Source: an optimization exercise on an open RTL-to-GDS flow (aim: small area and a short achievable clock period). Production flows keep margins and buffers that such runs may drop.
Where RTL was checked, it was by simulation tests only, not by an equivalence proof against the original.
No functional check of the RTL was part of runs 1 to 3 and 6.
Power is estimated from default activity; no workload was simulated.

### flow/design.v
module fifo_flags_top (
  input  logic        clk,
  input  logic        rst_n,
  input  logic        winc,
  input  logic [31:0] wdata,
  input  logic        wclr_err,
  output logic        wfull,
  output logic        walmost_full,
  output logic        woverflow,
  output logic [6:0]  wlevel,
  input  logic        rinc,
  input  logic        rclr_err,
  output logic [31:0] rdata,
  output logic        rempty,
  output logic        ralmost_empty,
  output logic        runderflow,
  output logic [6:0]  rlevel
);
  async_fifo_flags #(
    .WIDTH(32), .DEPTH(64), .SYNC_STAGES(2), .AF_LEVEL(60), .AE_LEVEL(4), .FWFT(0)
  ) u_fifo (
    .wclk(clk), .rclk(clk), .rst_n(rst_n),
    .winc(winc), .wdata(wdata), .wclr_err(wclr_err),
    .wfull(wfull), .walmost_full(walmost_full), .woverflow(woverflow), .wlevel(wlevel),
    .rinc(rinc), .rclr_err(rclr_err), .rdata(rdata), .rempty(rempty),
    .ralmost_empty(ralmost_empty), .runderflow(runderflow), .rlevel(rlevel)
  );
endmodule

package async_fifo_pkg;
  localparam int SYNC_STAGES_MIN = 2;
  localparam int SYNC_STAGES_MAX = 4;
  localparam int PTR_W_MAX       = 32;
  typedef logic [PTR_W_MAX-1:0] ptr_t;
  function automatic logic [PTR_W_MAX-1:0] bin2gray(input logic [PTR_W_MAX-1:0] b);
    bin2gray = b ^ (b >> 1);
  endfunction
  function automatic logic [PTR_W_MAX-1:0] gray2bin(input logic [PTR_W_MAX-1:0] gray);
    logic [PTR_W_MAX-1:0] bin;
    bin = gray;
    for (int i = 1; i < PTR_W_MAX; i++) begin
      bin = bin ^ (gray >> i);
    end
    gray2bin = bin;
  endfunction
endpackage
module gray_ptr_sync #(
  parameter int WIDTH  = 7,
  parameter int STAGES = 2
) (
  input  logic             clk,
  input  logic             rst_n,
  input  logic [WIDTH-1:0] gray_in,
  output logic [WIDTH-1:0] gray_out
);
  logic [STAGES-1:0][WIDTH-1:0] sync_q;
  logic [STAGES-1:0][WIDTH-1:0] sync_d;
  always_comb begin
    sync_d = {sync_q[STAGES-2:0], gray_in};
  end
  always_ff @(posedge clk or negedge rst_n) begin
    if (!rst_n) begin
      sync_q <= '0;
    end else begin
      sync_q <= sync_d;
    end
  end
  assign gray_out = sync_q[STAGES-1];
endmodule
module async_fifo_flags
#(
  parameter int WIDTH       = 32,
  parameter int DEPTH       = 64,
  parameter int SYNC_STAGES = 2,
  parameter int AF_LEVEL    = DEPTH - 4,
  parameter int AE_LEVEL    = 4,
  parameter int FWFT        = 0,
  localparam int ADDR_W     = $clog2(DEPTH)
) (
  input  logic              wclk,
  input  logic              rclk,
  input  logic              rst_n,
  input  logic              winc,
  input  logic [WIDTH-1:0]  wdata,
  input  logic              wclr_err,
  output logic              wfull,
  output logic              walmost_full,
  output logic              woverflow,
  output logic [ADDR_W:0]   wlevel,
  input  logic              rinc,
  input  logic              rclr_err,
  output logic [WIDTH-1:0]  rdata,
  output logic              rempty,
  output logic              ralmost_empty,
  output logic              runderflow,
  output logic [ADDR_W:0]   rlevel
);
  localparam int PTR_W  = ADDR_W + 1;
  localparam int SYNC_N = (SYNC_STAGES < async_fifo_pkg::SYNC_STAGES_MIN) ? async_fifo_pkg::SYNC_STAGES_MIN :
                          (SYNC_STAGES > async_fifo_pkg::SYNC_STAGES_MAX) ? async_fifo_pkg::SYNC_STAGES_MAX : SYNC_STAGES;
  localparam int LAG    = SYNC_N + 1;
  localparam int LO_W   = ADDR_W / 2;
  localparam int HI_W   = ADDR_W - LO_W;
  localparam int LO_N   = 1 << LO_W;
  localparam int HI_N   = 1 << HI_W;
  localparam int LO_COPIES = HI_N;
  logic [1:0] wrst_q, rrst_q;
  logic       wrst_n, rrst_n;
  always_ff @(posedge wclk or negedge rst_n) begin
    if (!rst_n) wrst_q <= 2'b00;
    else        wrst_q <= {wrst_q[0], 1'b1};
  end
  always_ff @(posedge rclk or negedge rst_n) begin
    if (!rst_n) rrst_q <= 2'b00;
    else        rrst_q <= {rrst_q[0], 1'b1};
  end
  assign wrst_n = wrst_q[1];
  assign rrst_n = rrst_q[1];
  logic [WIDTH-1:0] mem [DEPTH];
  function automatic logic ge_c(input logic [PTR_W-1:0] q, input int k);
    logic gt, eq;
    if (k <= 0) begin
      ge_c = 1'b1;
    end else if (k >= (1 << PTR_W)) begin
      ge_c = 1'b0;
    end else begin
      gt = 1'b0;
      eq = 1'b1;
      for (int i = PTR_W - 1; i >= 0; i--) begin
        if (((k >> i) & 1) == 1) begin
          eq = eq & q[i];
        end else begin
          gt = gt | (eq & q[i]);
          eq = eq & !q[i];
        end
      end
      ge_c = gt | eq;
    end
  endfunction
  localparam logic [PTR_W-1:0] LVL_MAX = '1;
  logic [ADDR_W-1:0] wptr_q;
  logic [PTR_W-1:0]  wlevel_q, wlevel_d;
  logic              wfull_q, wfull_d, waf_q, waf_d, wovf_q, wovf_d, w_accept;
  logic [LAG-1:0]    racc_hist_q;    
  logic              r_accept, w_pop_seen;
  logic              wfull_dn, wfull_st, wfull_up, waf_dn, waf_st, waf_up;
  always_comb begin
    w_accept   = winc && !wfull_q;
    w_pop_seen = racc_hist_q[LAG-1];
    wfull_dn   = (wlevel_q == PTR_W'(DEPTH + 1));
    wfull_st   = (wlevel_q == PTR_W'(DEPTH));
    wfull_up   = (wlevel_q == PTR_W'(DEPTH - 1));
    waf_dn     = ge_c(wlevel_q, AF_LEVEL + 1) || (wlevel_q == '0);
    waf_st     = ge_c(wlevel_q, AF_LEVEL);
    waf_up     = ge_c(wlevel_q, AF_LEVEL - 1) && (wlevel_q != LVL_MAX);
    if (w_accept == w_pop_seen) begin
      wlevel_d = wlevel_q;
      wfull_d  = wfull_st;
      waf_d    = waf_st;
    end else if (w_accept) begin
      wlevel_d = wlevel_q + PTR_W'(1);
      wfull_d  = wfull_up;
      waf_d    = waf_up;
    end else begin
      wlevel_d = wlevel_q - PTR_W'(1);
      wfull_d  = wfull_dn;
      waf_d    = waf_dn;
    end
    wovf_d   = (winc && wfull_q) ? 1'b1 : (wclr_err ? 1'b0 : wovf_q);
  end
  always_ff @(posedge wclk or negedge wrst_n) begin
    if (!wrst_n) begin
      wptr_q      <= '0;
      wlevel_q    <= '0;
      wfull_q     <= 1'b0;
      waf_q       <= 1'b0;
      wovf_q      <= 1'b0;
      racc_hist_q <= '0;
    end else begin
      wptr_q      <= wptr_q + ADDR_W'(w_accept);
      wlevel_q    <= wlevel_d;
      wfull_q     <= wfull_d;
      waf_q       <= waf_d;
      wovf_q      <= wovf_d;
      racc_hist_q <= {racc_hist_q[LAG-2:0], r_accept};
    end
  end
  always_ff @(posedge wclk) begin
    if (w_accept) mem[wptr_q] <= wdata;
  end
  logic [LO_N-1:0]  rlo_q [LO_COPIES];  
  logic [HI_N-1:0]  rhi_q;           
  logic [PTR_W-1:0] rlevel_q, rlevel_d;
  logic             rempty_q, rempty_d, rae_q, rae_d, runf_q, runf_d;
  logic [LAG-1:0]   wacc_hist_q;     
  logic             r_push_seen;
  logic             rempty_dn, rempty_st, rempty_up, rae_dn, rae_st, rae_up;
  always_comb begin
    r_accept    = rinc && !rempty_q;
    r_push_seen = wacc_hist_q[LAG-1];
    rempty_dn   = (rlevel_q == PTR_W'(1));
    rempty_st   = (rlevel_q == '0);
    rempty_up   = (rlevel_q == LVL_MAX);
    rae_dn      = !rempty_st && !ge_c(rlevel_q, AE_LEVEL + 2);
    rae_st      = !ge_c(rlevel_q, AE_LEVEL + 1);
    rae_up      = !ge_c(rlevel_q, AE_LEVEL) || rempty_up;
    if (r_accept == r_push_seen) begin
      rlevel_d = rlevel_q;
      rempty_d = rempty_st;
      rae_d    = rae_st;
    end else if (r_push_seen) begin
      rlevel_d = rlevel_q + PTR_W'(1);
      rempty_d = rempty_up;
      rae_d    = rae_up;
    end else begin
      rlevel_d = rlevel_q - PTR_W'(1);
      rempty_d = rempty_dn;
      rae_d    = rae_dn;
    end
    runf_d   = (rinc && rempty_q) ? 1'b1 : (rclr_err ? 1'b0 : runf_q);
  end
  always_ff @(posedge rclk or negedge rrst_n) begin
    if (!rrst_n) begin
      for (int c = 0; c < LO_COPIES; c++) rlo_q[c] <= LO_N'(1);
      rhi_q       <= HI_N'(1);
      rlevel_q    <= '0;
      rempty_q    <= 1'b1;
      rae_q       <= 1'b1;
      runf_q      <= 1'b0;
      wacc_hist_q <= '0;
    end else begin
      if (r_accept) begin
        for (int c = 0; c < LO_COPIES; c++) rlo_q[c] <= {rlo_q[c][LO_N-2:0], rlo_q[c][LO_N-1]};
        if (rlo_q[0][LO_N-1]) rhi_q <= {rhi_q[HI_N-2:0], rhi_q[HI_N-1]};
      end
      rlevel_q    <= rlevel_d;
      rempty_q    <= rempty_d;
      rae_q       <= rae_d;
      runf_q      <= runf_d;
      wacc_hist_q <= {wacc_hist_q[LAG-2:0], w_accept};
    end
  end
  logic [WIDTH-1:0] grp_word [HI_N];
  logic [WIDTH-1:0] head_word;
  always_comb begin
    for (int g = 0; g < HI_N; g++) begin
      grp_word[g] = '0;
      for (int j = 0; j < LO_N; j++) begin
        for (int b = 0; b < WIDTH; b++)
          grp_word[g][b] = grp_word[g][b] | (mem[g*LO_N + j][b] & rlo_q[b * LO_COPIES / WIDTH][j]);
      end
    end
    head_word = '0;
    for (int g = 0; g < HI_N; g++) begin
      head_word = head_word | (grp_word[g] & {WIDTH{rhi_q[g]}});
    end
  end
  generate
    if (FWFT != 0) begin : g_fwft
      assign rdata = rempty_q ? '0 : head_word;
    end else begin : g_reg
      logic [WIDTH-1:0] rdata_q;
      always_ff @(posedge rclk or negedge rrst_n) begin
        if (!rrst_n)       rdata_q <= '0;
        else if (r_accept) rdata_q <= head_word;
      end
      assign rdata = rdata_q;
    end
  endgenerate
  assign wfull         = wfull_q;
  assign walmost_full  = waf_q;
  assign woverflow     = wovf_q;
  assign wlevel        = wlevel_q;
  assign rempty        = rempty_q;
  assign ralmost_empty = rae_q;
  assign runderflow    = runf_q;
  assign rlevel        = rlevel_q;
endmodule
### flow/run.sh
#!/bin/bash
# synth_recipe.tcl (not shown) runs the flow's synth.tcl, then flattens the netlist and writes it again
# the make line also repeats each setting of config.mk as NAME=value (left out here)
make -C /OpenROAD-flow-scripts/flow DESIGN_CONFIG=/design/flow/config.mk WORK_HOME=/design/flow/orfs CLKGATE_MAP_FILE= SYNTH_SCRIPT=/design/flow/synth_recipe.tcl finish
### flow/config.mk
export PLATFORM = sky130hd
export DESIGN_NAME = fifo_flags_top
export DESIGN_NICKNAME = fifo_flags_top
export VERILOG_FILES = /design/flow/design.v
export SDC_FILE = /design/flow/constraint.sdc
export NUM_CORES = 4
export LEC_CHECK = 0
export CAP_MARGIN = 20
export CORE_MARGIN = 2
export CORE_UTILIZATION = 63
export CTS_CLUSTER_DIAMETER = 100
export CTS_CLUSTER_SIZE = 30
export PLACE_DENSITY = 0.72
export SETUP_SLACK_MARGIN = 1.8
export SLEW_MARGIN = 20
### flow/constraint.sdc
create_clock -name core_clock -period 4.0 [get_ports {clk}]
set_input_delay 0.8000 -clock core_clock [delete_from_list [all_inputs] [get_ports {clk}]]
set_output_delay 0.8000 -clock core_clock [all_outputs]
set_load 0.01 [all_outputs]
==> impl_metrics.ini, run 1 <==
[power_and_ir_drop]
p_seq_share_pct = 66.0
p_comb_share_pct = 6.8
swShare_pct = 22.6
p_int_w = 0.0307
vdd.ir_drop.worst_mv = 0.393
switching_power_w = 0.00896
cellLeakagePower_nw = 27.9
powerDensity_mw_per_mm2 = 445
power_frac_clock_pct = 27.2
totalPowerFinal_w = 0.0397

[setup_path]
r2r_cells = 6
crit_chain = buf_12, a22oi_1, nand4_1, a22oi_2, a41oi_2, a21o_1
crit_fanout = 28
start_kind = flip-flop
rr_endpoint = u_fifo.g_reg.rdata_q[24]
cp-end-kind = flip-flop
path_class = reg2reg
worst-path-buf-inv = 1
slowest_delay_ps = 540
critPathTopFamily = compound AO/OA/AOI/OAI gates
critPathArrivalTime_ps = 2970
r2r-start = u_fifo.rlo_q[6][5]
r2r_slack_ps = 1660
worstPathRequired_ps = 4630
cp_slowest_cell = dfrtp_2

[synth]
synthTopCellsByArea = edfxtp_1 77%, a22oi_1 11%, dfrtp_1 4.0%
ys_seq_area_share_pct = 81.1
async_flop_share_pct = 6.31
synth_most_common_cell = edfxtp_1
synth_common_cells = 2,048 x edfxtp_1, 1,152 x a22oi_1, 260 x nand4_1
ys.flop_type = edfxtp_1
yosys_warnings = 3
synth_area_per_cell_um2 = 18.2
synth_top_area_share_pct = 76.8
ys_types = 45
ys_seq_elements = 2186
synth_fp_nets = 4459
syn_inst = 4408
yosysTopAreaCell = edfxtp_1
netlist_area_mm2 = 0.0801
synth-edff-count = 2048

[die]
die_h_um = 361
die_x_um = 361
io_pins = 90
fp.dieArea_mm2 = 0.130
core_mm2 = 0.126
floorplan.initialDensity_pct = 63.6
num_rows = 130

[finish]
final_area_mm2 = 0.0892
nFillCells = 7719
fin_nets = 4758
drive_above_1_share_pct = 18.7
area_delta_synth_final_pct = 11.3

[cts]
tritoncts = done
clkSinkCount = 2186
h-tree-depth = 3
clkTransAtPathRegs_ps = 110
clock_path_buffers = 3
clkLatencyLatePin_ps = 740
root_buffer = clkbuf_16
cts_buffers = 83

[flow_run]
maxCapViolations = 0

[timing]
relSlewSlack_pct = 25.7
fin_setup_tns_ps = 0
fin_crit_ps = 2340
timing.final.ws_setup_ps = 1660
max_freq_mhz = 428
skew_ps = 45.7
rsz0062_at_grt = yes
timing.final.crit_share_pct = 58.4
hold_violations = 0
setup_viol = 0
slew_violations = 0
worst_pin_slew_ps = 1110

[placement]
numPortBuffers = 89
gp_congestion = 0.908
post-dp-hpwl_um = 145000
dpl_cell_area_mm2 = 0.0837
place_ws_ps = 658

[global_routing]
grt_busiest_layer = met2
grt_usage_pct = 37.9
first_global_vias = 44600
use_met1_pct = 51.8
grt_pass1_wl_um = 343000
grt_max_degree = 65
grt_overflow = 0
use_met3_pct = 6.78
gr-usage-met2_pct = 58.6
antenna_found_initial = 5

[route]
drtAntennaViolNets = 0
routedWlPerCell_um = 39.4
vias = 48300
routed_wl_um = 253000
drt_iter0_markers = 9298
drt_drc_violations_left = 0
drt_first_pass_iters = 6
viasPerCell = 7.51

[run_status]
outcome = finished clean

[min_path]
hp-class = in2async
sequential cells by signal, indices dropped and copies added, names as in the netlist:
| name | flops |
|---|---|
| u_fifo.runf_q | 1 |
| u_fifo.rhi_q | 8 |
| u_fifo.rae_q | 1 |
| u_fifo.g_reg.rdata_q | 32 |
| u_fifo.wptr_q | 6 |
| u_fifo.waf_q | 1 |
| u_fifo.wfull_q | 1 |
| u_fifo.racc_hist_q | 3 |
| u_fifo.wlevel_q | 7 |
| u_fifo.rrst_q | 2 |
| u_fifo.rempty_q | 1 |
| u_fifo.wovf_q | 1 |
| u_fifo.rlevel_q | 7 |
| u_fifo.rlo_q | 64 |
| u_fifo.mem | 2048 |
| u_fifo.wacc_hist_q | 3 |
how the worst max path moves through the flow:
stage | start | end | slack, ps | cells after the start
final | u_fifo.rlo_q[6][5] | u_fifo.g_reg.rdata_q[24] | 1660 | 6
after global routing | u_fifo.rlo_q[6][5] | u_fifo.g_reg.rdata_q[24] | 1660 | 6
after CTS | u_fifo.rlo_q[7][2] | u_fifo.g_reg.rdata_q[31] | 1600 | 6
after detailed placement | winc | u_fifo.mem[47][20] | 660 | 7
after global placement | winc | u_fifo.mem[62][0] | 660 | 8
after floorplan | winc | u_fifo.mem[14][0] | 1150 | 5
power groups by stage:
stage,logic (W),registers [W],clock network (W)
floorplan,0.00102,0.0266,0
global placement,0.00231,0.0268,0
detailed placement,0.00234,0.0268,0
CTS,0.00261,0.0262,0.0108
global route,0.00282,0.0263,0.0115
finish,0.00269,0.0262,0.0108
stage by stage:
stage	instances	utilization, %	hold WS [ps]
2_1_floorplan	4408	-	331
6_report	6432	70.8	232
4_1_cts	6344	69.8	203
3_5_place_dp	6087	66.5	335
3_3_place_gp	6087	66.5	333
5_1_grt	6428	70.8	226
worst register-to-register path, cell delays in order (launching register included):
cell	delay, ps
dfrtp_2	540
buf_12	220
a22oi_1	260
nand4_1	460
a22oi_2	380
a41oi_2	190
a21o_1	210
layer usage:
layer	up-vias	part of all wire, %
met5	-	0.016
met4	6	7.4
met3	686	14
met2	4439	46
met1	24400	33
li1	18800	-
cells in the final DEF (no fill, tap or decap), drive strengths merged, types with 16 or more instances in the layout:
| master | Yosys | final |
|---|---|---|
| a21o | 35 | 35 |
| a22oi | 1152 | 1152 |
| a41oi | 32 | 32 |
| buf | 283 | 494 |
| clkbuf | 43 | 157 |
| clkdlybuf4s15 | 0 | 16 |
| dfrtp | 127 | 127 |
| edfxtp | 2048 | 2048 |
| nand2 | 215 | 215 |
| nand3 | 17 | 17 |
| nand4 | 260 | 260 |
| nor2 | 73 | 73 |
layout make-up:
| type | count | area [um^2] | area share [%] |
|---|---|---|---|
| Multi-Input combinational cell | 1886 | 14000 | 15.7 |
| Timing Repair Buffer | 539 | 5330 | 5.98 |
| Clock inverter | 8 | 98.8 | 0.111 |
| Clock buffer | 148 | 2360 | 2.65 |
| Tap cell | 1650 | 2060 | 2.32 |
| Sequential cell | 2186 | 65200 | 73.1 |
| Inverter | 11 | 45.0 | 0.0505 |
| Antenna cell | 4 | 10.0 | 0.0112 |
kinds of logic after synthesis:
group	synth area share, %
AOI/OAI and AO/OA	11.7
xor gates and xnor gates	0.175
adders and majority gates	0.212
buffers and inverters	2.94
DFF	81.1
muxes	0.151
other	0.00468
and+or+nand+nor	3.75
what timing repair did:
item | 4_1_cts | 5_1_grt
resized for setup | 359 | 107
endpoints found under the setup margin | 1623 | 370
hold buffers | 0 | 0
pin swaps | 37 | 80
buffers inserted | 98 | 83
gates cloned | 3 | 1
==> run 2, diff against run 1 <==
--- a/flow/design.v
+++ b/flow/design.v
@@ -105,3 +105,3 @@
   localparam int HI_N   = 1 << HI_W;
-  localparam int LO_COPIES = HI_N;
+  localparam int LO_COPIES = (WIDTH >= 32) ? WIDTH / 2 : WIDTH;
   logic [1:0] wrst_q, rrst_q;
@@ -188,3 +188,3 @@
   always_ff @(posedge wclk) begin
-    if (w_accept) mem[wptr_q] <= wdata;
+    if (!wfull_q) mem[wptr_q] <= wdata;
   end
==> run 2 against run 1 <==
  * Area after synthesis up 1.6%
  * Flip-flop and latch count up 64
  * Non-clock buffer count decreased by 184
  * Still clean
  * Cell count rose by 1.3%
==> impl_metrics.ini, run 2 <==
[finish]
fin_util_pct = 69.7
fin_nets = 4833
largestRegisters = u_fifo.mem x2048, u_fifo.rlo_q x128, u_fifo.g_reg.rdata_q x32
regMostFlops = u_fifo.mem
largest_reg_flops = 2048
final_common_cell = edfxtp_1
drive_above_1_share_pct = 12.1
area_delta_synth_final_pct = 9.41
final_cell_mix = 2,048 x edfxtp_1, 1,151 x a22oi_1, 402 x nand2_1

[die]
io_pins = 90
die_h_um = 364
floorplan.initialDensity_pct = 63.7
num_rows = 131
core_mm2 = 0.128
die_x_um = 364
fp.dieArea_mm2 = 0.132

[synth]
synth_common_cells = 2,048 x edfxtp_1, 1,153 x a22oi_1, 413 x nand2_1
synthMuxAreaShare_pct = 0.124
synthTopCellsByArea = edfxtp_1 76%, a22oi_1 11%, dfrtp_1 5.6%
ys_seq_elements = 2250
synth_top_area_share_pct = 75.5
synth_fp_nets = 4725
ys_seq_area_share_pct = 81.8
synth_top_family_by_area = compound AO/OA/AOI/OAI gates
synth-edff-count = 2048
synth_compound_area_share_pct = 11.5
synthSimpleGateAreaFrac_pct = 4.59
netlist_area_mm2 = 0.0814
synth_area_per_cell_um2 = 17.4
syn_inst = 4674
async_flop_share_pct = 8.98
yosysTopAreaCell = edfxtp_1
ys_types = 47
synth_most_common_cell = edfxtp_1
synth_xor_area_share_pct = 0.161
ys.flop_type = edfxtp_1
synthAdderAreaFrac_pct = 0.209
yosys_warnings = 3

[global_routing]
grt_usage_pct = 35.2
grt_overflow = 0
grt_max_degree = 111
grt_pass1_wl_um = 328000
antenna_found_initial = 6
first_global_vias = 45600

[cts]
clkSinkCount = 2250
h-tree-depth = 3
ctsHoldBuffers = 0
clkTransAtPathRegs_ps = 110
clock_path_buffers = 3
root_buffer = clkbuf_16
clkLatencyLatePin_ps = 740
tritoncts = done
cts_buffers = 85

[power_and_ir_drop]
powerDensity_mw_per_mm2 = 480
cellLeakagePower_nw = 28.3
vdd.ir_drop.worst_mv = 0.487

[timing]
hold_slack_ps = 214
fin_setup_tns_ps = 0
rsz0062_at_grt = yes
worst_pin_slew_ps = 1110
hold_violations = 0
timing.final.crit_share_pct = 57.5
relSlewSlack_pct = 26.3
skew_ps = 39.2
max_freq_mhz = 435
fin_crit_ps = 2300
slew_violations = 0
setup_viol = 0

[min_path]
hp-class = reg2async

[placement]
gp_congestion = 0.860
post-dp-hpwl_um = 129000
numPortBuffers = 89

[route]
drtAntennaViolNets = 0
viasPerCell = 7.37
drt_iter0_markers = 8529
routedWlPerCell_um = 35.9
drt_drc_violations_left = 0
vias = 48100
drt_first_pass_iters = 6
routed_wl_um = 234000

[setup_path]
crit_fanout = 2
worstPathRequired_ps = 3200
path_class = reg2out
critPathArrivalTime_ps = 1500
cp-end-kind = primary output
start_kind = flip-flop

[run_status]
outcome = finished clean

[flow_run]
maxCapViolations = 0
run 2: cell count changes in the layout (fill, tap and decap cells not counted), moves of 18 or more:
cell / delta
a22oi_2: -94
a41oi_1: +18
buf_4: -153
dfrtp_1: +79
a22oi_1: +95
dfrtp_4: -43
nand2_1: +188
dfrtp_2: +20
run 2: area by class of cell:
cell class                 instances  area [um^2]
timing repair buffer             355         3640
antenna                            2         5.00
tap                             1662         2080
clock buffer                     152         2400
sequential                      2250        66700
inverter                          10         42.5
multi-input combinational       2080        14200
clock inverter                     7         87.6
fill                            7955        38800
run 2: repair_timing:
action / CTS / global route
pin swaps: 36 / 1
gates resized for setup: 247 / 88
endpoints found under the setup margin: 2112 / 1361
setup buffers: 101 / 7
cloned: 0 / 2
run 2: stage by stage:
step / instance area [um^2] / setup slack [ps] / total power (W) / instances
5_1_grt: 89100 / 1640 / 0.0437 / 6517
3_5_place_dp: 85200 / 719 / 0.0318 / 6247
2_1_floorplan: 81500 / 1070 / 0.0294 / 4674
4_1_cts: 88800 / 1420 / 0.0425 / 6507
3_3_place_gp: 85200 / 729 / 0.0317 / 6247
6_report: 89100 / 1700 / 0.0428 / 6518
run 2: worst paths after layout:
path | start | to | slack (ps) | cells past startpoint
max | u_fifo.wfull_q | wfull | 1700 | 3
min reg2reg | u_fifo.rrst_q[1] | u_fifo.rlo_q[7][5] | 210 | 0
max in group asynchronous | u_fifo.rrst_q[1] | u_fifo.wlevel_q[4] | 2800 | 1
max reg2reg | u_fifo.rhi_q[4] | u_fifo.g_reg.rdata_q[24] | 1740 | 4
min in group core_clock | u_fifo.racc_hist_q[0] | u_fifo.racc_hist_q[1] | 350 | 0
min | u_fifo.rrst_q[1] | u_fifo.rlo_q[7][5] | 210 | 0
run 2: kinds of logic (layout without fill, tap and decap cells):
logic type | after synthesis | count (layout)
buffers and inverters | 344 | 524
xor gates and xnor gates | 15 | 15
DFF | 2250 | 2250
muxes | 9 | 9
and+or+nand+nor | 788 | 788
other | 1 | 3
AOI/OAI and AO/OA | 1254 | 1254
adders and majority gates | 13 | 13
run 2: metal layers:
metal / vias to the layer above / track usage, % / share of wire [%]
met4: 4 / 13.8 / 4.7
met3: 508 / 7.83 / 14
met5: - / 0 / 0.0085
li1: 19200 / - / -
met2: 3961 / 53.1 / 45
met1: 24400 / 51.0 / 36
run 2: worst max-delay path: stages (launching register included):
cell and delay (ps):
dfrtp_2 420, buf_6 120, buf_6 110, buf_6 110
run 2: report_power, final:
| part | internal [W] | switching (W) | total, W |
|---|---|---|---|
| Combinational | 0.00102 | 0.00309 | 0.00411 |
| Sequential | 0.0272 | 0.000482 | 0.0277 |
| Clock | 0.00419 | 0.00675 | 0.0109 |
==> run 3, diff against run 2 <==
--- a/flow/config.mk
+++ b/flow/config.mk
@@ -9,6 +9,6 @@
 export CORE_MARGIN = 2
-export CORE_UTILIZATION = 63
+export CORE_UTILIZATION = 60
 export CTS_CLUSTER_DIAMETER = 100
 export CTS_CLUSTER_SIZE = 30
-export PLACE_DENSITY = 0.72
+export PLACE_DENSITY = 0.7
 export SETUP_SLACK_MARGIN = 1.8
==> run 3 against run 2 <==
  * Sequential share of layout area down 0.16 points
  * Fmax down 1.6%
  * Die area up 4.9%
  * Synthesized cell count unchanged
  * Clock skew up 4.3 ps
  * Global-route usage down 0.64 points
  * Cell count up 1.8%
  * Cell area up 0.17%
  * Power up 0.45%
  * Clock power about the same
  * Worst hold slack worse by 9.0 ps
  * Wire length up 2.6%
  * Critical endpoint unchanged
==> impl_metrics.ini, run 3 <==
[route]
vias = 48200
routedWlPerCell_um = 36.2
drt_first_pass_iters = 8
drt_iter0_markers = 7903
drt_drc_violations_left = 0
drtAntennaViolNets = 0
routed_wl_um = 240000
viasPerCell = 7.26

[run_status]
outcome = finished clean

[synth]
synthSimpleGateAreaFrac_pct = 4.59
syn_inst = 4674
async_flop_share_pct = 8.98
ys.flop_type = edfxtp_1
ys_seq_area_share_pct = 81.8
synthTopCellsByArea = edfxtp_1 76%, a22oi_1 11%, dfrtp_1 5.6%
synth_area_per_cell_um2 = 17.4
synth_common_cells = 2,048 x edfxtp_1, 1,153 x a22oi_1, 413 x nand2_1
synthAdderAreaFrac_pct = 0.209
ys_seq_elements = 2250
yosysTopAreaCell = edfxtp_1
synth_top_family_by_area = compound AO/OA/AOI/OAI gates
synthMuxAreaShare_pct = 0.124
synth_fp_nets = 4725
synth_top_area_share_pct = 75.5
yosys_warnings = 3
synth_most_common_cell = edfxtp_1
synth-edff-count = 2048
netlist_area_mm2 = 0.0814
synth_compound_area_share_pct = 11.5
synth_xor_area_share_pct = 0.161
ys_types = 47

[timing]
max_freq_mhz = 428
hold_slack_ps = 205
slew_violations = 0
timing.final.ws_setup_ps = 1660
fin_setup_tns_ps = 0
rsz0062_at_grt = yes
skew_ps = 43.6
hold_violations = 0
worst_pin_slew_ps = 1110
timing.final.crit_share_pct = 58.5
setup_viol = 0
relSlewSlack_pct = 26.1
fin_crit_ps = 2340

[finish]
largest_reg_flops = 2048
fin_nets = 4829
nFillCells = 8934
area_delta_synth_final_pct = 9.60
final_cells = 6633
final_cell_mix = 2,048 x edfxtp_1, 1,152 x a22oi_1, 401 x nand2_1
largestRegisters = u_fifo.mem x2048, u_fifo.rlo_q x128, u_fifo.g_reg.rdata_q x32
drive_above_1_share_pct = 12.0
final_common_cell = edfxtp_1
regMostFlops = u_fifo.mem

[global_routing]
antenna_found_initial = 4
grt_usage_pct = 34.6
grt_pass1_wl_um = 335000
first_global_vias = 45100
grt_overflow = 0
grt_max_degree = 138

[placement]
dp.cells = 6367
gp_congestion = 0.841
place_ws_ps = 719
post-dp-hpwl_um = 130000
numPortBuffers = 89

[setup_path]
crit_chain = buf_6, buf_6, buf_6
critPathTopFamily = flip-flops
r2r_slack_ps = 1720
r2r_cells = 11
crit_end = wfull
worst-path-buf-inv = 3
path_class = reg2out
worstPathRequired_ps = 3200
start_kind = flip-flop
critPathArrivalTime_ps = 1540
crit_fanout = 2
cp_common_cell = buf_6
cp.depth = 3
r2r-start = u_fifo.wfull_q
cp_slowest_cell = dfrtp_2
cp-end-kind = primary output
cp-startpoint = u_fifo.wfull_q
rr_endpoint = u_fifo.wlevel_q[6]
slowest_delay_ps = 450

[die]
io_pins = 90
die_x_um = 372
die_h_um = 372
fp.dieArea_mm2 = 0.139
core_mm2 = 0.135
floorplan.initialDensity_pct = 60.3
num_rows = 135

[cts]
cts_buffers = 85
clkTransAtPathRegs_ps = 110
h-tree-depth = 3
clkSinkCount = 2250
ctsHoldBuffers = 0
tritoncts = done
clock_path_buffers = 3
root_buffer = clkbuf_16
clkLatencyLatePin_ps = 760

[power_and_ir_drop]
cellLeakagePower_nw = 28.4
totalPowerFinal_w = 0.0430
vdd.ir_drop.worst_mv = 0.353
powerDensity_mw_per_mm2 = 481

[min_path]
hp-class = in2async

[flow_run]
maxCapViolations = 0
-- run 3: cell counts after synthesis --
No cell type changed its count.
-- run 3: logic make-up after synthesis --
group	count (synthesis)
compound gates	1254
buf+inv	344
other cells	1
xor+xnor	15
mux	9
flops	2250
simple gates	788
fa+ha+maj	13
-- run 3: worst min-delay path by stage --
stage,cells past startpoint,slack (ps),from,end
2_1_floorplan,0,330,u_fifo.racc_hist_q[0],u_fifo.racc_hist_q[1]
3_3_place_gp,0,330,u_fifo.rrst_q[0],u_fifo.rrst_q[1]
3_5_place_dp,0,340,u_fifo.rrst_q[0],u_fifo.rrst_q[1]
4_1_cts,1,170,rst_n,u_fifo.rrst_q[1]
5_1_grt,1,200,rst_n,u_fifo.rrst_q[1]
6_report,1,210,rst_n,u_fifo.rrst_q[0]
-- run 3: area by class of cell --
type | instances | area, um^2 | share of cell area (%)
Tap cell | 1781 | 2230 | 2.50
Sequential cell | 2250 | 66600 | 74.7
Multi-Input combinational cell | 2080 | 14200 | 15.9
Clock buffer | 153 | 2470 | 2.76
Antenna cell | 2 | 5.00 | 0.00561
Timing Repair Buffer | 351 | 3580 | 4.01
Clock inverter | 6 | 82.6 | 0.0925
Inverter | 10 | 45.0 | 0.0505
-- run 3: layer usage --
layer | part of all wire (%) | up-vias | global-route usage [%]
li1 | - | 19200 | -
met1 | 36 | 24500 | 48.4
met2 | 46 | 3797 | 52.4
met3 | 14 | 635 | 8.28
met4 | 5.1 | 6 | 15.5
met5 | 0.019 | - | 0
-- run 3: metrics by stage --
stage,cell area [um^2],utilization [%]
2_1_floorplan,81500,-
3_3_place_gp,85500,63.3
3_5_place_dp,85500,63.3
4_1_cts,89100,65.9
5_1_grt,89200,66.0
6_report,89200,66.0
-- run 3: power by group --
part | internal, W | switching, W | total (W)
sequential | 0.0272 | 0.000489 | 0.0277
clock | 0.00429 | 0.00676 | 0.0111
combinational | 0.00107 | 0.00310 | 0.00418
-- run 3: timing repair --
item | 4_1_cts | 5_1_grt
gates resized for setup | 300 | 30
cloned | 3 | 0
setup endpoints to repair | 2010 | 1138
pin swaps | 36 | 4
buffers inserted | 95 | 7
==> run 4, diff against run 3 <==
--- a/flow/design.v
+++ b/flow/design.v
@@ -188,3 +188,3 @@
   always_ff @(posedge wclk) begin
-    if (!wfull_q) mem[wptr_q] <= wdata;
+    if (w_accept) mem[wptr_q] <= wdata;
   end
--- a/flow/config.mk
+++ b/flow/config.mk
@@ -9,6 +9,6 @@
 export CORE_MARGIN = 2
-export CORE_UTILIZATION = 60
+export CORE_UTILIZATION = 64
 export CTS_CLUSTER_DIAMETER = 100
 export CTS_CLUSTER_SIZE = 30
-export PLACE_DENSITY = 0.7
+export PLACE_DENSITY = 0.73
 export SETUP_SLACK_MARGIN = 1.8
==> run 4 against run 3 <==
  * Still clean on timing, DRC and antenna
  * Die area decreased by 5.2%
  * Worst hold slack better by 41 ps
  * Fmax grew 1.3%
  * Power is 5.6% lower
  * Global-route usage is 4.3 points higher
  * Synthesized cell count is 0.19% higher
  * Area after synthesis rose by 1.1%
  * Count of clock-buffer cells in the layout fell by 3
  * Clock power barely moved
  * Clock skew grew 10 ps
  * Core utilization up 4.8 points
  * Sequential power down 3%
  * Critical endpoint is now u_fifo.g_reg.rdata_q[3]
  * Largest power group unchanged
==> impl_metrics.ini, run 4 <==
[synth]
synth-edff-count = 2048
async_flop_share_pct = 8.98
synth_most_common_cell = edfxtp_1
ys_seq_area_share_pct = 80.9
ys.flop_type = edfxtp_1
synth_area_per_cell_um2 = 17.6
ys_types = 44
synth_common_cells = 2,048 x edfxtp_1, 1,152 x a22oi_1, 405 x nand2_1
synth_fp_nets = 4734
yosys_warnings = 3
synthTopCellsByArea = edfxtp_1 75%, a22oi_1 11%, dfrtp_1 5.6%
netlist_area_mm2 = 0.0823
ys_seq_elements = 2250
syn_inst = 4683
synth_top_area_share_pct = 74.7
yosysTopAreaCell = edfxtp_1

[finish]
largestRegisters = u_fifo.mem x2048, u_fifo.rlo_q x128, u_fifo.g_reg.rdata_q x32
largest_reg_flops = 2048
regMostFlops = u_fifo.mem
final_cell_mix = 2,048 x edfxtp_1, 1,091 x a22oi_1, 405 x nand2_1
fin_nets = 4968
drive_above_1_share_pct = 17.4
final_common_cell = edfxtp_1
area_delta_synth_final_pct = 9.79

[setup_path]
worstPathRequired_ps = 4620
cp_slowest_cell = dfrtp_4
crit_chain = buf_4, a22oi_1, nand4_1, a22oi_1, a41oi_2, a21o_1
rr_endpoint = u_fifo.g_reg.rdata_q[3]
worst-path-buf-inv = 1
slowest_delay_ps = 540
critPathArrivalTime_ps = 2930
cp-end-kind = flip-flop
start_kind = flip-flop
path_class = reg2reg
cp-startpoint = u_fifo.rlo_q[1][2]
r2r_cells = 6
cp_common_cell = a22oi_1
r2r-start = u_fifo.rlo_q[1][2]
r2r_slack_ps = 1690
critPathTopFamily = compound AO/OA/AOI/OAI gates
crit_fanout = 5

[die]
num_rows = 131
die_h_um = 363
fp.dieArea_mm2 = 0.131
die_x_um = 363
io_pins = 90
core_mm2 = 0.128
floorplan.initialDensity_pct = 64.5

[placement]
gp_congestion = 0.943
place_ws_ps = 693
post-dp-hpwl_um = 157000
numPortBuffers = 89

[timing]
relSlewSlack_pct = 12.4
setup_viol = 0
worst_pin_slew_ps = 1310
fin_crit_ps = 2310
timing.final.crit_share_pct = 57.7
max_freq_mhz = 433
hold_violations = 0
fin_setup_tns_ps = 0
timing.final.ws_setup_ps = 1690
hold_slack_ps = 246
rsz0062_at_grt = yes
slew_violations = 0
skew_ps = 54.0

[cts]
clock_path_buffers = 3
ctsHoldBuffers = 0
root_buffer = clkbuf_16
h-tree-depth = 3
clkSinkCount = 2250
clkTransAtPathRegs_ps = 110
cts_buffers = 85
clkLatencyLatePin_ps = 750
tritoncts = done

[global_routing]
grt_max_degree = 122
grt_overflow = 0
first_global_vias = 47300
grt_pass1_wl_um = 354000
antenna_found_initial = 3
grt_usage_pct = 38.9

[route]
viasPerCell = 7.47
drtAntennaViolNets = 0
wl_met1_um = 83100
vias = 49700
routedWlPerCell_um = 38.6
routed_wl_um = 257000
drt_iter0_markers = 8352
drt_first_pass_iters = 6
met2_length_um = 117000
drt_drc_violations_left = 0
met3_length_um = 32100
highest_layer = met5

[flow_run]
maxCapViolations = 0

[run_status]
outcome = finished clean

[min_path]
hp-class = in2async

[power_and_ir_drop]
cellLeakagePower_nw = 28.9
powerDensity_mw_per_mm2 = 449
vdd.ir_drop.worst_mv = 0.380
[run 4: changes by cell type in the layout (fill, tap and decap cells not counted), moves of 9 or more]
cell      before   now
a22oi_1     1152  1091
dfrtp_4        4    33
dfrtp_2       33    92
clkbuf_2       1    12
buf_2         49    36
a41oi_1       32    22
buf_12        61    40
a41oi_2        0     9
nand2_2       12     0
a22oi_2        1    61
dfrtp_1      146    58
buf_4        168   330
[run 4: worst max path at each step]
stage	end	depth (start not counted)
floorplan	u_fifo.mem[47][0]	5
global placement	u_fifo.wlevel_q[6]	9
detailed placement	u_fifo.wlevel_q[6]	9
CTS	rdata[17]	1
global route	rdata[17]	1
finish	u_fifo.g_reg.rdata_q[3]	6
[run 4: metrics by stage]
| stage | instance area (um^2) | power (W) | std cells | util, % |
|---|---|---|---|---|
| floorplan | 82400 | 0.0284 | 4683 | - |
| global placement | 85900 | 0.0297 | 6355 | 67.4 |
| detailed placement | 85900 | 0.0298 | 6355 | 67.4 |
| CTS | 89700 | 0.0404 | 6601 | 70.3 |
| global route | 90400 | 0.0415 | 6650 | 70.9 |
| finish | 90400 | 0.0406 | 6651 | 70.9 |
[run 4: cell type report]
| class | count | area [um^2] |
|---|---|---|
| fillers | 7787 | 37100 |
| clock buffers | 150 | 2410 |
| multi-input cells | 2078 | 14500 |
| flip-flops and latches | 2250 | 66900 |
| repair buffers | 492 | 4350 |
| inverters | 10 | 47.5 |
| clock inverters | 8 | 83.8 |
| diodes | 1 | 2.50 |
| well taps | 1662 | 2080 |
[run 4: report_power, final]
group | internal (W) | switching (W) | total, W
Combinational | 0.000754 | 0.00196 | 0.00271
Sequential | 0.0265 | 0.000362 | 0.0269
Clock | 0.00422 | 0.00677 | 0.0110
[run 4: cells by family after synthesis]
group	Yosys count	synth area share (%)
AO/OA/AOI/OAI	1249	11.4
XOR/XNOR	16	0.170
adder cells (fa/ha/maj)	13	0.207
buffers and inverters	355	2.64
flip-flops	2250	80.9
multiplexers	9	0.123
other	1	0.00456
AND/OR/NAND/NOR	790	4.60
[run 4: worst reg2reg max path: stages, from the launching register on]
cell and delay, ps:
dfrtp_4 540, buf_4 200, a22oi_1 290, nand4_1 390
a22oi_1 310, a41oi_2 240, a21o_1 230
[run 4: repair_timing]
| item | CTS | global route |
|---|---|---|
| pin swaps | 33 | 41 |
| setup endpoints to repair | 1701 | 353 |
| gates cloned | 0 | 1 |
| gates resized for setup | 385 | 103 |
| endpoints found under the hold margin | 0 | 0 |
| setup buffers | 88 | 48 |
[run 4: routing by layer]
metal  global-route usage (%)  up-vias
li1                         -    19400
met1                     49.6    24900
met2                     60.0     4419
met3                     7.77      967
met4                     28.8        2
met5                        0        -
==> run 5, diff against run 4 <==
--- a/flow/config.mk
+++ b/flow/config.mk
@@ -9,6 +9,6 @@
 export CORE_MARGIN = 2
-export CORE_UTILIZATION = 64
+export CORE_UTILIZATION = 63
 export CTS_CLUSTER_DIAMETER = 100
 export CTS_CLUSTER_SIZE = 30
-export PLACE_DENSITY = 0.73
+export PLACE_DENSITY = 0.72
 export SETUP_SLACK_MARGIN = 1.8
==> run 5 against run 4 <==
  * Still clean
  * Critical path depth decreased by 1
  * Setup slack improved by 63 ps
  * Register-to-register slack improved by 60 ps
  * Flip-flop and latch count unchanged
  * First-iteration DRC count increased by 7.1%
  * Fmax increased by 2.8%
  * Global-route usage decreased by 3.0 points
  * Core utilization decreased by 1.8 points
  * Count of clock-buffer cells in the layout increased by 3
  * Non-clock buffer count decreased by 76
  * Cell count increased by 0.12%
  * Largest cell class unchanged
==> impl_metrics.ini, run 5 <==
[power_and_ir_drop]
powerDensity_mw_per_mm2 = 455
vdd.ir_drop.worst_mv = 0.440
cellLeakagePower_nw = 28.5

[synth]
synthTopCellsByArea = edfxtp_1 75%, a22oi_1 11%, dfrtp_1 5.6%
yosys_warnings = 3
netlist_area_mm2 = 0.0823
synth_common_cells = 2,048 x edfxtp_1, 1,152 x a22oi_1, 405 x nand2_1
ys_seq_elements = 2250
yosysTopAreaCell = edfxtp_1
ys.flop_type = edfxtp_1
async_flop_share_pct = 8.98
ys_seq_area_share_pct = 80.9
synth-edff-count = 2048
ys_types = 44
synth_fp_nets = 4734
synth_top_area_share_pct = 74.7
synth_area_per_cell_um2 = 17.6
synth_most_common_cell = edfxtp_1
syn_inst = 4683

[setup_path]
cp-end-kind = flip-flop
critPathArrivalTime_ps = 2910
crit_fanout = 18
path_class = reg2reg
start_kind = flip-flop
slowest_delay_ps = 740
crit_chain = a22oi_1, nand4_1, a22oi_1, a41oi_1, a21o_1
cp_common_cell = a22oi_1
r2r_cells = 5
worstPathRequired_ps = 4660
cp_slowest_cell = dfrtp_1

[placement]
post-dp-hpwl_um = 138000
numPortBuffers = 89
gp_congestion = 0.886

[route]
viasPerCell = 7.30
routed_wl_um = 240000
drt_drc_violations_left = 0
drt_iter0_markers = 8948
drt_first_pass_iters = 6
vias = 48600
routedWlPerCell_um = 36.1
drtAntennaViolNets = 0

[timing]
fin_crit_ps = 2250
setup_viol = 0
worst_pin_slew_ps = 1130
max_freq_mhz = 445
hold_violations = 0
slew_violations = 0
timing.final.crit_share_pct = 56.1
rsz0062_at_grt = yes
fin_setup_tns_ps = 0
skew_ps = 40.5
relSlewSlack_pct = 24.7

[cts]
h-tree-depth = 3
tritoncts = done
cts_buffers = 85
clkLatencyLatePin_ps = 770
clock_path_buffers = 3
clkTransAtPathRegs_ps = 110
clkSinkCount = 2250
root_buffer = clkbuf_16

[finish]
largest_reg_flops = 2048
regMostFlops = u_fifo.mem
area_delta_synth_final_pct = 8.80
fin_util_pct = 69.1
seq_area_mm2 = 0.0668
final_cell_mix = 2,048 x edfxtp_1, 1,139 x a22oi_1, 405 x nand2_1
largestRegisters = u_fifo.mem x2048, u_fifo.rlo_q x128, u_fifo.g_reg.rdata_q x32
multi_input_area_mm2 = 0.0143
final_common_cell = edfxtp_1
nFillCells = 8093
fin_nets = 4893
drive_above_1_share_pct = 14.9

[die]
die_x_um = 365
num_rows = 132
die_h_um = 365
floorplan.initialDensity_pct = 63.5
io_pins = 90
core_mm2 = 0.130
fp.dieArea_mm2 = 0.134

[global_routing]
grt_max_degree = 82
antenna_found_initial = 1
grt_pass1_wl_um = 335000
grt_overflow = 0
first_global_vias = 45700
grt_usage_pct = 35.9

[min_path]
hp-class = in2async

[flow_run]
maxCapViolations = 0

[run_status]
outcome = finished clean
==> run 5: cell count changes in the layout (fill, tap and decap cells not counted), sizes merged <==
cell and change:
buf -66, clkdlybuf4s15 -6, clkdlybuf4s50 -2, bufbuf +1
clkbuf -1, clkinv -1, diode +1, dlygate4sd2 +1
nand2b +1
==> run 5: routing by layer <==
layer	GRT usage [%]	vias up	wire length, um
li1	-	19300	-
met4	17.2	0	13800
met1	50.5	24600	84600
met2	54.8	4075	111000
met3	6.95	639	31300
met5	0	-	0
==> run 5: what timing repair did <==
| action | in CTS | in global routing |
|---|---|---|
| hold buffers | 0 | 0 |
| setup buffers | 75 | 35 |
| cloned | 3 | 3 |
| pin swaps | 14 | 16 |
| gates resized for setup | 338 | 51 |
| setup endpoints to repair | 1950 | 381 |
==> run 5: final timing paths <==
kind / from / to / slack, ps
setup / recovery: u_fifo.rlo_q[0][3] / u_fifo.g_reg.rdata_q[1] / 1750
hold / removal: rst_n / u_fifo.rrst_q[1] / 220
setup reg to reg: u_fifo.rlo_q[0][3] / u_fifo.g_reg.rdata_q[1] / 1750
hold reg to reg: u_fifo.racc_hist_q[0] / u_fifo.racc_hist_q[1] / 320
max in group asynchronous: u_fifo.rrst_q[1] / u_fifo.rlo_q[2][2] / 2740
min in group core_clock: u_fifo.racc_hist_q[0] / u_fifo.racc_hist_q[1] / 320
==> run 5: worst max-delay path: cells and delay by family, from the launching register on <==
family / cells / cell delay, ps
AOI/OAI and AO/OA: 4 / 1260
DFF: 1 / 740
and+or+nand+nor: 1 / 110
==> run 5: cells by family (layout without fill, tap and decap cells) <==
| family | count (synthesis) | after routing | share of synthesized area [%] |
|---|---|---|---|
| other cells | 1 | 3 | 0.00456 |
| buf+inv | 355 | 586 | 2.64 |
| compound gates | 1249 | 1249 | 11.4 |
| simple gates | 790 | 791 | 4.60 |
| flops | 2250 | 2250 | 80.9 |
| mux | 9 | 9 | 0.123 |
| xor+xnor | 16 | 16 | 0.170 |
| fa+ha+maj | 13 | 13 | 0.207 |
==> run 5: area by class of cell <==
type | instances | share of cell area [%]
diodes | 2 | 0.00559
clock buffers | 153 | 2.71
clock inverters | 7 | 0.0922
inverters | 10 | 0.0559
multi-input cells | 2079 | 15.9
flip-flops and latches | 2250 | 74.5
well taps | 1742 | 2.43
repair buffers | 416 | 4.23
==> run 5: per-stage QoR <==
stage	power [W]	cell area (um^2)	hold slack [ps]	worst slack (ps)	cells
after floorplan	0.0284	82400	331	782	4683
after global placement	0.0298	85700	332	540	6380
after detailed placement	0.0298	85700	335	534	6380
after CTS	0.0406	89100	191	1750	6618
after global routing	0.0417	89500	206	1760	6657
final	0.0407	89500	223	1750	6659
==> run 5: power by group <==
part / total [W] / internal, W / switching [W]
clock: 0.0110 / 0.00423 / 0.00675
sequential: 0.0268 / 0.0265 / 0.000323
combinational: 0.00294 / 0.000863 / 0.00207
==> run 6, diff against run 5 <==
--- a/flow/design.v
+++ b/flow/design.v
@@ -143,2 +143,3 @@
   logic              wfull_q, wfull_d, waf_q, waf_d, wovf_q, wovf_d, w_accept;
+  logic              wfull_acc_q, wfull_acc_d, wfull_mem_q, wfull_mem_d;
   logic [LAG-1:0]    racc_hist_q;    
@@ -147,3 +148,3 @@
   always_comb begin
-    w_accept   = winc && !wfull_q;
+    w_accept   = winc && !wfull_acc_q;
     w_pop_seen = racc_hist_q[LAG-1];
@@ -168,3 +169,5 @@
     end
-    wovf_d   = (winc && wfull_q) ? 1'b1 : (wclr_err ? 1'b0 : wovf_q);
+    wovf_d      = (winc && wfull_acc_q) ? 1'b1 : (wclr_err ? 1'b0 : wovf_q);
+    wfull_acc_d = (wlevel_d == PTR_W'(DEPTH));
+    wfull_mem_d = wlevel_d[PTR_W-1] && !(|wlevel_d[PTR_W-2:0]);
   end
@@ -175,2 +178,4 @@
       wfull_q     <= 1'b0;
+      wfull_acc_q <= 1'b0;
+      wfull_mem_q <= 1'b0;
       waf_q       <= 1'b0;
@@ -182,2 +187,4 @@
       wfull_q     <= wfull_d;
+      wfull_acc_q <= wfull_acc_d;
+      wfull_mem_q <= wfull_mem_d;
       waf_q       <= waf_d;
@@ -188,3 +195,3 @@
   always_ff @(posedge wclk) begin
-    if (w_accept) mem[wptr_q] <= wdata;
+    if (!wfull_mem_q) mem[wptr_q] <= wdata;
   end
==> run 6 against run 5 <==
  * Still clean
  * Critical endpoint is now u_fifo.wlevel_q[6]
  * Die area is 0.58% lower
  * Cell count shrank 1.2%
  * Setup slack lost 160 ps
  * Sequential share of layout area grew 0.27 points
  * Global-route usage hardly changed
  * Count of clock-buffer cells in the layout is 1 lower
  * Worst hold slack got worse by 10 ps
  * Area after synthesis fell by 0.59%
  * Critical path depth rose by 6
==> impl_metrics.ini, run 6 <==
[timing]
max_freq_mhz = 415
hold_violations = 0
setup_viol = 0
relSlewSlack_pct = 25.2
fin_crit_ps = 2410
worst_pin_slew_ps = 1120
slew_violations = 0
skew_ps = 26.7
fin_setup_tns_ps = 0
rsz0062_at_grt = yes
timing.final.crit_share_pct = 60.2

[placement]
gp_congestion = 0.880
dpl_cell_area_mm2 = 0.0854
numPortBuffers = 89
post-dp-hpwl_um = 130000

[cts]
clkLatencyLatePin_ps = 730
clock_path_buffers = 3
clkTransAtPathRegs_ps = 120
clkSinkCount = 2252
h-tree-depth = 3
ctsHoldBuffers = 0
cts_buffers = 85
root_buffer = clkbuf_16
tritoncts = done

[synth]
ys_seq_elements = 2252
synthTopCellsByArea = edfxtp_1 75%, a22oi_1 11%, dfrtp_1 5.7%
synth_top_area_share_pct = 75.2
synth_area_per_cell_um2 = 17.5
syn_inst = 4673
yosys_warnings = 3
ys.flop_type = edfxtp_1
netlist_area_mm2 = 0.0818
async_flop_share_pct = 9.06
synth_most_common_cell = edfxtp_1
synth_common_cells = 2,048 x edfxtp_1, 1,155 x a22oi_1, 407 x nand2_1
ys_seq_area_share_pct = 81.4
ys_types = 56
synth-edff-count = 2048
yosysTopAreaCell = edfxtp_1
synth_fp_nets = 4724

[run_status]
outcome = finished clean

[setup_path]
worstPathRequired_ps = 4640
slowest_delay_ps = 430
worst-path-buf-inv = 4
critPathTopFamily = buffers and inverters
critPathArrivalTime_ps = 3050
cp-end-kind = flip-flop
path_class = reg2reg
crit_fanout = 6
crit_chain = nor2b_4, buf_6, clkinvlp_4, buf_4, ha_4, and2_1, a22o_1, mux2i_2, a21o_1, buf_4, nand2_1
cp_common_cell = buf_4
start_kind = flip-flop
cp_slowest_cell = dfrtp_1

[finish]
largestRegisters = u_fifo.mem x2048, u_fifo.rlo_q x128, u_fifo.g_reg.rdata_q x32
final_cell_mix = 2,048 x edfxtp_1, 1,154 x a22oi_1, 396 x nand2_1
fin_nets = 4814
final_common_cell = edfxtp_1
area_delta_synth_final_pct = 8.95
regMostFlops = u_fifo.mem
drive_above_1_share_pct = 12.1
largest_reg_flops = 2048
final_area_mm2 = 0.0892

[die]
floorplan.initialDensity_pct = 63.4
die_h_um = 364
fp.dieArea_mm2 = 0.133
die_x_um = 364
num_rows = 132
io_pins = 90
core_mm2 = 0.129

[flow_run]
maxCapViolations = 0

[global_routing]
grt_max_degree = 90
grt_pass1_wl_um = 334000
grt_usage_pct = 35.9
grt_overflow = 0
first_global_vias = 45700
antenna_found_initial = 7

[power_and_ir_drop]
powerDensity_mw_per_mm2 = 484
cellLeakagePower_nw = 28.3
vdd.ir_drop.worst_mv = 0.411

[route]
routed_wl_um = 242000
drt_drc_violations_left = 0
drt_iter0_markers = 8218
drtAntennaViolNets = 0
vias = 48100
viasPerCell = 7.31
routedWlPerCell_um = 36.7
drt_first_pass_iters = 7

[min_path]
hp-class = in2async
## run 6: final timing paths
path / start / to / slack (ps) / cells after the start
max: u_fifo.wfull_acc_q / u_fifo.wlevel_q[6] / 1590 / 11
max reg2reg: u_fifo.wfull_acc_q / u_fifo.wlevel_q[6] / 1590 / 11
min in group core_clock: u_fifo.rrst_q[0] / u_fifo.rrst_q[1] / 360 / 0
min reg2reg: u_fifo.rrst_q[0] / u_fifo.rrst_q[1] / 360 / 0
min: rst_n / u_fifo.rrst_q[1] / 210 / 1
max in group asynchronous: u_fifo.rrst_q[1] / u_fifo.rlo_q[6][0] / 2540 / 1
## run 6: area by class of cell
| class | instances | area (um^2) |
|---|---|---|
| Antenna cell | 3 | 7.51 |
| Multi-Input combinational cell | 2077 | 14300 |
| Inverter | 10 | 48.8 |
| Clock inverter | 7 | 76.3 |
| Timing Repair Buffer | 337 | 3420 |
| Fill cell | 8215 | 40000 |
| Clock buffer | 152 | 2440 |
| Tap cell | 1742 | 2180 |
| Sequential cell | 2252 | 66700 |
## run 6: report_power, final
group          switching, W  internal [W]  leakage [nW]  total, W
logic               0.00322       0.00108          5.98   0.00430
registers          0.000519        0.0273          21.1    0.0278
clock network       0.00679       0.00426          1.20    0.0110
total                0.0105        0.0326          28.3    0.0431
## run 6: logic make-up (layout without fill, tap and decap cells)
logic type,Yosys count,count (layout),share of synthesized area (%)
other,1,4,0.00458
adders and majority gates,13,13,0.208
buffers and inverters,344,506,1.99
xor gates and xnor gates,12,12,0.128
muxes,10,10,0.136
AOI/OAI and AO/OA,1251,1251,11.5
and+or+nand+nor,790,790,4.59
DFF,2252,2252,81.4
## run 6: through the flow
stage | worst slack, ps | util, % | total power (W) | cells | hold slack [ps]
2_1_floorplan | 1030 | - | 0.0296 | 4673 | 331
3_3_place_gp | 626 | 66.1 | 0.0318 | 6319 | 336
3_5_place_dp | 611 | 66.1 | 0.0319 | 6319 | 340
4_1_cts | 1660 | 68.7 | 0.0428 | 6564 | 188
5_1_grt | 1520 | 69.0 | 0.0441 | 6578 | 203
6_report | 1590 | 69.0 | 0.0431 | 6580 | 213
## run 6: what timing repair did
action / in CTS / in global routing
setup buffers: 85 / 8
endpoints found under the setup margin: 2002 / 744
pin swaps: 39 / 13
cloned: 1 / 4
hold endpoints to repair: 0 / 0
gates resized for setup: 263 / 79
## run 6: metal layers
metal | wire (um) | share of wire (%) | global-route usage (%)
met1 | 83600 | 35 | 49.6
met2 | 109000 | 45 | 54.0
met3 | 35600 | 15 | 9.76
met4 | 13600 | 5.6 | 17.0
met5 | 101 | 0.042 | 0
==> run 7, diff against run 6 <==
--- a/flow/design.v
+++ b/flow/design.v
@@ -147,2 +147,4 @@
   logic              wfull_dn, wfull_st, wfull_up, waf_dn, waf_st, waf_up;
+  logic [PTR_W-1:0]  wlevel_up, wlevel_dn;
+  logic              w_go_up, w_go_dn;
   always_comb begin
@@ -156,15 +158,10 @@
     waf_up     = ge_c(wlevel_q, AF_LEVEL - 1) && (wlevel_q != LVL_MAX);
-    if (w_accept == w_pop_seen) begin
-      wlevel_d = wlevel_q;
-      wfull_d  = wfull_st;
-      waf_d    = waf_st;
-    end else if (w_accept) begin
-      wlevel_d = wlevel_q + PTR_W'(1);
-      wfull_d  = wfull_up;
-      waf_d    = waf_up;
-    end else begin
-      wlevel_d = wlevel_q - PTR_W'(1);
-      wfull_d  = wfull_dn;
-      waf_d    = waf_dn;
-    end
+    wlevel_up = wlevel_q + PTR_W'(1);
+    wlevel_dn = wlevel_q - PTR_W'(1);
+    w_go_up   = w_accept && !w_pop_seen;
+    w_go_dn   = !w_accept && w_pop_seen;
+    wlevel_d  = ({PTR_W{w_go_up}} & wlevel_up) | ({PTR_W{w_go_dn}} & wlevel_dn) |
+                ({PTR_W{!w_go_up && !w_go_dn}} & wlevel_q);
+    wfull_d   = (w_go_up && wfull_up) || (w_go_dn && wfull_dn) || (!w_go_up && !w_go_dn && wfull_st);
+    waf_d     = (w_go_up && waf_up) || (w_go_dn && waf_dn) || (!w_go_up && !w_go_dn && waf_st);
     wovf_d      = (winc && wfull_acc_q) ? 1'b1 : (wclr_err ? 1'b0 : wovf_q);
@@ -204,2 +201,4 @@
   logic             rempty_dn, rempty_st, rempty_up, rae_dn, rae_st, rae_up;
+  logic [PTR_W-1:0] rlevel_up, rlevel_dn;
+  logic             r_go_up, r_go_dn;
   always_comb begin
@@ -213,15 +212,10 @@
     rae_up      = !ge_c(rlevel_q, AE_LEVEL) || rempty_up;
-    if (r_accept == r_push_seen) begin
-      rlevel_d = rlevel_q;
-      rempty_d = rempty_st;
-      rae_d    = rae_st;
-    end else if (r_push_seen) begin
-      rlevel_d = rlevel_q + PTR_W'(1);
-      rempty_d = rempty_up;
-      rae_d    = rae_up;
-    end else begin
-      rlevel_d = rlevel_q - PTR_W'(1);
-      rempty_d = rempty_dn;
-      rae_d    = rae_dn;
-    end
+    rlevel_up = rlevel_q + PTR_W'(1);
+    rlevel_dn = rlevel_q - PTR_W'(1);
+    r_go_up   = r_push_seen && !r_accept;
+    r_go_dn   = !r_push_seen && r_accept;
+    rlevel_d  = ({PTR_W{r_go_up}} & rlevel_up) | ({PTR_W{r_go_dn}} & rlevel_dn) |
+                ({PTR_W{!r_go_up && !r_go_dn}} & rlevel_q);
+    rempty_d  = (r_go_up && rempty_up) || (r_go_dn && rempty_dn) || (!r_go_up && !r_go_dn && rempty_st);
+    rae_d     = (r_go_up && rae_up) || (r_go_dn && rae_dn) || (!r_go_up && !r_go_dn && rae_st);
     runf_d   = (rinc && rempty_q) ? 1'b1 : (rclr_err ? 1'b0 : runf_q);
==> run 7 against run 6 <==
  * Flip-flop and latch count stayed put
  * Via count is 0.25% lower
  * Non-clock buffer count is 16 lower
  * Still clean
  * Core utilization is 0.31 points lower
  * Critical endpoint is now rempty
  * Register-to-register slack better by 170 ps
  * Count of clock-buffer cells in the layout is 2 higher
  * Setup slack better by 170 ps
  * Cell count hardly changed
  * Die area is 0.25% lower
  * Cell area is 0.58% lower
==> impl_metrics.ini, run 7 <==
[placement]
numPortBuffers = 89
dp.cells = 6346
post-dp-hpwl_um = 127000
gp_congestion = 0.835

[timing]
skew_ps = 38.2
fin_setup_tns_ps = 0
relSlewSlack_pct = 20.2
setup_viol = 0
fin_crit_ps = 2230
worst_pin_slew_ps = 1200
slew_violations = 0
hold_violations = 0
max_freq_mhz = 448
timing.final.crit_share_pct = 55.8
rsz0062_at_grt = yes

[route]
routed_wl_um = 232000
drtAntennaViolNets = 0
routedWlPerCell_um = 35.2
viasPerCell = 7.29
vias = 48000
drt_iter0_markers = 8540
drt_drc_violations_left = 0
drt_first_pass_iters = 6

[power_and_ir_drop]
swShare_pct = 24.4
totalPowerFinal_w = 0.0430
p_comb_share_pct = 9.8
p_seq_share_pct = 64.5
power_frac_clock_pct = 25.7
vdd.ir_drop.worst_mv = 0.391
powerDensity_mw_per_mm2 = 485
switching_power_w = 0.0105
cellLeakagePower_nw = 28.2
p_int_w = 0.0325

[cts]
clkLatencyLatePin_ps = 750
tritoncts = done
ctsHoldBuffers = 0
cts_buffers = 85
root_buffer = clkbuf_16
clock_path_buffers = 3
clkTransAtPathRegs_ps = 110
h-tree-depth = 3
clkSinkCount = 2252

[synth]
yosysTopAreaCell = edfxtp_1
ys_seq_elements = 2252
ys_types = 54
synth_top_area_share_pct = 75.3
async_flop_share_pct = 9.06
synthTopCellsByArea = edfxtp_1 75%, a22oi_1 11%, dfrtp_1 5.7%
yosys_warnings = 3
syn_inst = 4704
ys.flop_type = edfxtp_1
ys_seq_area_share_pct = 81.6
synth_fp_nets = 4756
netlist_area_mm2 = 0.0816
synth_most_common_cell = edfxtp_1
synth_area_per_cell_um2 = 17.4
synth-edff-count = 2048
synth_common_cells = 2,048 x edfxtp_1, 1,155 x a22oi_1, 407 x nand2_1

[die]
io_pins = 90
floorplan.initialDensity_pct = 63.3
die_h_um = 364
num_rows = 132
core_mm2 = 0.129
fp.dieArea_mm2 = 0.132
die_x_um = 364

[global_routing]
grt_usage_pct = 35.0
first_global_vias = 45000
antenna_found_initial = 5
grt_max_degree = 82
grt_pass1_wl_um = 327000
grt_overflow = 0

[setup_path]
cp_slowest_cell = dfstp_2
r2r_slack_ps = 1770
start_kind = flip-flop
crit_fanout = 3
worst-path-buf-inv = 1
worstPathRequired_ps = 3200
path_class = reg2out
crit_chain = buf_6
cp-end-kind = primary output
critPathTopFamily = flip-flops
slowest_delay_ps = 580
critPathArrivalTime_ps = 1430

[finish]
drive_above_1_share_pct = 11.2
fin_util_pct = 68.7
fin_nets = 4820
area_delta_synth_final_pct = 8.60
final_cells = 6585
multi_input_area_mm2 = 0.0143
largestRegisters = u_fifo.mem x2048, u_fifo.rlo_q x128, u_fifo.g_reg.rdata_q x32
final_cell_mix = 2,048 x edfxtp_1, 1,155 x a22oi_1, 400 x nand2_1
largest_reg_flops = 2048
regMostFlops = u_fifo.mem
nFillCells = 8113
final_common_cell = edfxtp_1
seq_area_mm2 = 0.0667

[min_path]
hp-class = in2async

[run_status]
outcome = finished clean

[flow_run]
maxCapViolations = 0
[run 7: metal layers]
metal	global-route usage [%]	share of wire, %	routed length [um]	vias up
met1	50.1	36	83800	24400
met2	53.9	46	108000	3801
li1	-	-	-	19200
met4	13.0	4.4	10200	2
met5	0	0.0039	9	-
met3	7.28	13	30000	552
[run 7: layout make-up]
class                           instances  area share [%]
Multi-Input combinational cell       2093            16.1
Inverter                               15          0.0819
Clock buffer                          154            2.80
Tap cell                             1742            2.46
Clock inverter                          6          0.0847
Antenna cell                            2         0.00565
Sequential cell                      2252            75.2
Timing Repair Buffer                  321            3.23
[run 7: kinds of logic after synthesis]
kind of cell    Yosys count  synth area share [%]
buf+inv                 360                  1.68
other cells               1               0.00459
simple gates            788                  4.56
compound gates         1272                  11.7
xor+xnor                  6                0.0644
mux                      11                 0.147
flops                  2252                  81.6
fa+ha+maj                14                 0.215
[run 7: power by group through the flow]
stage	Combinational, W	Clock [W]	Sequential (W)
after floorplan	0.00139	0	0.0282
after global routing	0.00432	0.0119	0.0278
final	0.00420	0.0111	0.0277
after global placement	0.00357	0	0.0283
after CTS	0.00400	0.0111	0.0277
after detailed placement	0.00361	0	0.0283
[run 7: repair_timing]
action / in CTS / in global routing
pin swaps: 19 / 4
setup buffers: 72 / 4
gates cloned: 1 / 0
gates resized for setup: 274 / 44
endpoints found under the setup margin: 1986 / 656
[run 7: final timing paths]
kind / startpoint / end / cells after the start
setup / recovery: u_fifo.rempty_q / rempty / 1
hold / removal: rst_n / u_fifo.rrst_q[0] / 1
setup reg to reg: u_fifo.wptr_q[3] / u_fifo.mem[0][9] / 5
hold reg to reg: u_fifo.rrst_q[0] / u_fifo.rrst_q[1] / 0
max in group asynchronous: u_fifo.rrst_q[1] / u_fifo.rlo_q[5][0] / 1
min in group core_clock: u_fifo.rrst_q[0] / u_fifo.rrst_q[1] / 0
[run 7: stage by stage]
| step | hold slack [ps] | worst slack [ps] | instance area, um^2 |
|---|---|---|---|
| after floorplan | 331 | 1030 | 81600 |
| after global placement | 332 | 778 | 85300 |
| after detailed placement | 335 | 739 | 85300 |
| after CTS | 187 | 1460 | 88500 |
| after global routing | 185 | 1710 | 88600 |
| final | 213 | 1770 | 88600 |

==> afterwards: timing with drivers on the ports <==
In the flow no input, the clock included, has a driving cell. The finished layouts below were timed again as built, in two steps.
Step 1 (the two cells are an assumption about what drives the block):
set clk [get_ports {clk}]
set_driving_cell -lib_cell sky130_fd_sc_hd__clkbuf_16 $clk
set_driving_cell -lib_cell sky130_fd_sc_hd__buf_2 [delete_from_list [all_inputs] $clk]
Step 2 also shifts input and output timing later by t, the mid clock arrival at the registers, as if the neighbouring blocks saw the same clock.
a / b / c = ideal / step 1 / step 2; a / b = the first two.
run | t (ns) | setup slack, ns | hold WS [ns]
run 1 | 0.803 | 1.663 / 1.663 / 1.289 | 0.232 / 0.178 / 0.360
run 2 | 0.796 | 1.699 / 1.623 / 1.144 | 0.214 / 0.173 / 0.214
run 3 | 0.825 | 1.661 / 1.583 / 1.122 | 0.205 / 0.151 / 0.361
run 4 | 0.804 | 1.692 / 1.646 / 1.063 | 0.246 / 0.191 / 0.280
run 5 | 0.823 | 1.754 / 1.728 / 1.220 | 0.223 / 0.167 / 0.319
run 6 | 0.795 | 1.591 / 1.591 / 0.978 | 0.213 / 0.163 / 0.362
run 7 | 0.814 | 1.766 / 1.687 / 1.141 | 0.213 / 0.156 / 0.356
After both steps every run listed still meets setup and hold. The setup slack of run 4, which loses most, moves by -0.046 ns with the drivers and by -0.629 ns with both steps.
